Context: an optimization exercise on an open-source flow, tuned for small area and few clock cycles per item. The choices shown serve that exercise and are no tape-out recipe. The RTL was checked by simulation tests, not by an equivalence proof against the original design.

// letterbox_scaler_address_generator
module letterbox_scaler_address_generator (
  input  logic        clk_i,
  input  logic        rst_ni,
  input  logic        psel,
  input  logic        penable,
  input  logic        pwrite,
  input  logic [4:0]  paddr,
  input  logic [31:0] pwdata,
  output logic [31:0] prdata,
  output logic        pready,
  input  logic        in_valid_i,
  output logic        in_ready_o,
  input  logic [8:0]  screen_x_i,
  input  logic [8:0]  screen_y_i,
  output logic        out_valid_o,
  input  logic        out_ready_i,
  output logic        coord_ok_o,
  output logic        shows_image_o,
  output logic [17:0] frame_index_o,
  output logic [11:0] source_x_o,
  output logic [11:0] source_y_o,
  output logic [25:0] source_byte_address_o
);
  logic [12:0] width, height;
  logic [2:0]  bpp;
  logic        fill, portrait, cfg_wr, busy, pick_x;
  logic [13:0] m;
  logic [16:0] scale;
  logic [14:0] wb;
  logic [8:0]  lo, dr;
  logic [23:0] g;
  lsag_regs u_regs (
    .clk_i (clk_i), .rst_ni (rst_ni),
  ...
Size in the first run: ~3,400 cells after synthesis, roughly 280 flip-flops, ~170 I/O pins, about 0.032 sq mm of cells after synthesis.
export LEC_CHECK = 0
export CAP_MARGIN = 20
export CORE_MARGIN = 2
export CORE_UTILIZATION = 40
export SLEW_MARGIN = 20
create_clock -name core_clock -period 7.0 [get_ports {clk_i}]
run.sh (not shown) runs the stock make flow with config.mk's settings and CLKGATE_MAP_FILE= SYNTH_SCRIPT=/design/flow/synth_recipe.tcl, a recipe that flattens the netlist after the stock synthesis.
The first run passed the timing, design-rule and antenna checks.
Testbench counts at the start, summed over its fixed seeds: cycles 13,920, items 12,800.
Change:
--- a/flow/design.v
+++ b/flow/design.v
@@ -4668,23 +4668,25 @@
   lsag_add13r u_div (.a(trial), .b(~den), .ci(1'b1), .s(tdiff), .co(ge));
   logic [9:0] dmd;
   logic [8:0] dsz;
   assign dsz = eq ? 9'd480 : 9'd320;
   lsag_add10r u_post (.a({1'b0, dsz}), .b(~{1'b0, q_q[8:0]}), .ci(1'b1), .s(dmd), .co());
   logic dbit, dsub, mbit;
+  logic [13:0] madd;
   logic [14:0] msum;
   always_comb begin
     case (cnt_q)
       5'd5, 5'd7: dbit = eq;
       5'd6, 5'd8: dbit = 1'b1;
       default:    dbit = 1'b0;
     endcase
   end
   assign dsub = q_q[0] ^ dbit ^ brw_q;
   assign mbit = dsub && cnt_q != 5'd0;
-  lsag_add14r u_mul (.a(r_q), .b(m_q), .ci(1'b0), .s(msum[13:0]), .co(msum[14]));
+  assign madd = mbit ? m_q : 14'd0;
+  lsag_add14r u_mul (.a(r_q), .b(madd), .ci(1'b0), .s(msum[13:0]), .co(msum[14]));
   logic [3:0] dig, dq, dr;
   logic [4:0] dsum;
   logic       dc;
   always_comb begin
     if (state_q == ST_DIG) begin
       dig = (cnt_q == 5'd6) ? 4'b1110 : {r_q[0], q_q[20:18]};
@@ -4770,14 +4772,14 @@
         r_q   <= '0;
         dr_q  <= '0;
         brw_q <= 1'b0;
       end
       ST_MUL: begin
         brw_q <= (!q_q[0] && (dbit || brw_q)) || (dbit && brw_q);
-        r_q   <= mbit ? msum[14:1] : {1'b0, r_q[13:1]};
-        q_q   <= {mbit ? msum[0] : r_q[0], q_q[20:1]};
+        r_q   <= msum[14:1];
+        q_q   <= {msum[0], q_q[20:1]};
       end
       ST_DIG: begin
         dr_q     <= dr;
         r_q[2:0] <= q_q[19:17];
         q_q      <= {q_q[16:0], dq};
       end
@@ -4827,27 +4829,24 @@
     s = {4'b0, c[8]} + {1'b0, c[7:4]} + {1'b0, c[3:0]};
     f = (s >= 5'd30) ? 2'd2 : (s >= 5'd15) ? 2'd1 : 2'd0;
     v = s[3:0] + {2'b0, f};
     u = {c[8], 4'b0} + {4'b0, c[8]} + {1'b0, c[7:4]} + {3'b0, f};
     divmod15 = {u, v};
   endfunction
-  logic v0_q, v1_q, v2_q, adv0, adv1, adv2, take;
-  assign adv2       = !v2_q || out_ready_i;
-  assign adv1       = !v1_q || adv2;
+  logic v0_q, v1_q, adv0, adv1, take;
+  assign adv1       = !v1_q || out_ready_i;
   assign adv0       = !v0_q || adv1;
   assign in_ready_o = !busy_i && adv0;
   assign take       = in_valid_i && in_ready_o;
   always_ff @(posedge clk_i or negedge rst_ni) begin
     if (!rst_ni) begin
       v0_q <= 1'b0;
       v1_q <= 1'b0;
-      v2_q <= 1'b0;
     end else begin
       if (adv0) v0_q <= take;
       if (adv1) v1_q <= v0_q;
-      if (adv2) v2_q <= v1_q;
     end
   end
   logic        ok_d, shows_d, ge_lo, lt_dr;
   logic [8:0]  row, col, cp, co;
   logic [17:0] fidx;
   logic [9:0]  xo;
@@ -4900,35 +4899,19 @@
       sy_q     <= sy_d;
     end
   end
   logic [13:0] ra, rb;
   assign ra = ({14{bpp_i[0]}} & {2'b0, sx_q}) | ({14{bpp_i[2]}} & {sx_q, 2'b0});
   assign rb = {14{bpp_i[1]}} & {1'b0, sx_q, 1'b0};
-  logic [25:0] addr;
-  lsag_outmul u_om (.sy(sy_q), .wb(wb_i), .ra(ra), .rb(rb), .p(addr));
-  logic        ok2_q, shows2_q;
-  logic [17:0] fidx2_q;
-  logic [11:0] sx2_q, sy2_q;
-  logic [25:0] addr_q;
-  always_ff @(posedge clk_i) begin
-    if (adv2) begin
-      ok2_q    <= ok1_q;
-      shows2_q <= shows1_q;
-      fidx2_q  <= fidx1_q;
-      sx2_q    <= sx_q;
-      sy2_q    <= sy_q;
-      addr_q   <= addr;
-    end
-  end
-  assign out_valid_o           = v2_q;
-  assign coord_ok_o            = ok2_q;
-  assign shows_image_o         = shows2_q;
-  assign frame_index_o         = fidx2_q;
-  assign source_x_o            = sx2_q;
-  assign source_y_o            = sy2_q;
-  assign source_byte_address_o = addr_q;
+  lsag_outmul u_om (.sy(sy_q), .wb(wb_i), .ra(ra), .rb(rb), .p(source_byte_address_o));
+  assign out_valid_o   = v1_q;
+  assign coord_ok_o    = ok1_q;
+  assign shows_image_o = shows1_q;
+  assign frame_index_o = fidx1_q;
+  assign source_x_o    = sx_q;
+  assign source_y_o    = sy_q;
 endmodule
 module letterbox_scaler_address_generator (
   input  logic        clk_i,
   input  logic        rst_ni,
   input  logic        psel,
   input  logic        penable,
What happened: The changed run produced a layout that fails on negative setup slack; critical path depth does not change; hold slack is better by 4.4 ps; clock skew rises by 30 ps; via count falls by a few percent; cell area falls by a few percent; clock-buffer cell count falls by 20; routed wire length falls by a few percent; final cell count falls by a few percent; die area falls by a few percent; non-clock buffer count rises by 122; worst setup slack is worse by 1100 ps.
Testbench counts after the change, summed over its fixed seeds: cycles 13,888, items 12,800.

-- what the ideal ports hide --
The flow's constraints put no driver on any port. The routed layouts listed below were extracted and timed again, unchanged, in two steps.
Step 1: set_driving_cell puts a clkbuf_16 on clk_i and a buf_2 on each other input, an assumption about the parent block.
Step 2 also shifts input and output timing later by t, the mid clock arrival at the registers, as if the neighbouring blocks saw the same clock.
a / b / c = ideal ports / drivers / drivers and shift; a / b = the first two.
| run | t (ns) | setup slack, ns | clock arrival spread, ns | worst slew at a driven data input, ns |
|---|---|---|---|---|
| the first run | 0.610 | 0.281 / 0.281 / 0.219 | 0.012 / 0.012 | 0.08 |
| the second run | 0.632 | -0.805 / -0.863 / -0.231 | 0.042 / 0.042 | 0.04 |
For the first run, which loses most, drivers alone change the setup slack by 0.000 ns; drivers and shift together by -0.062 ns.
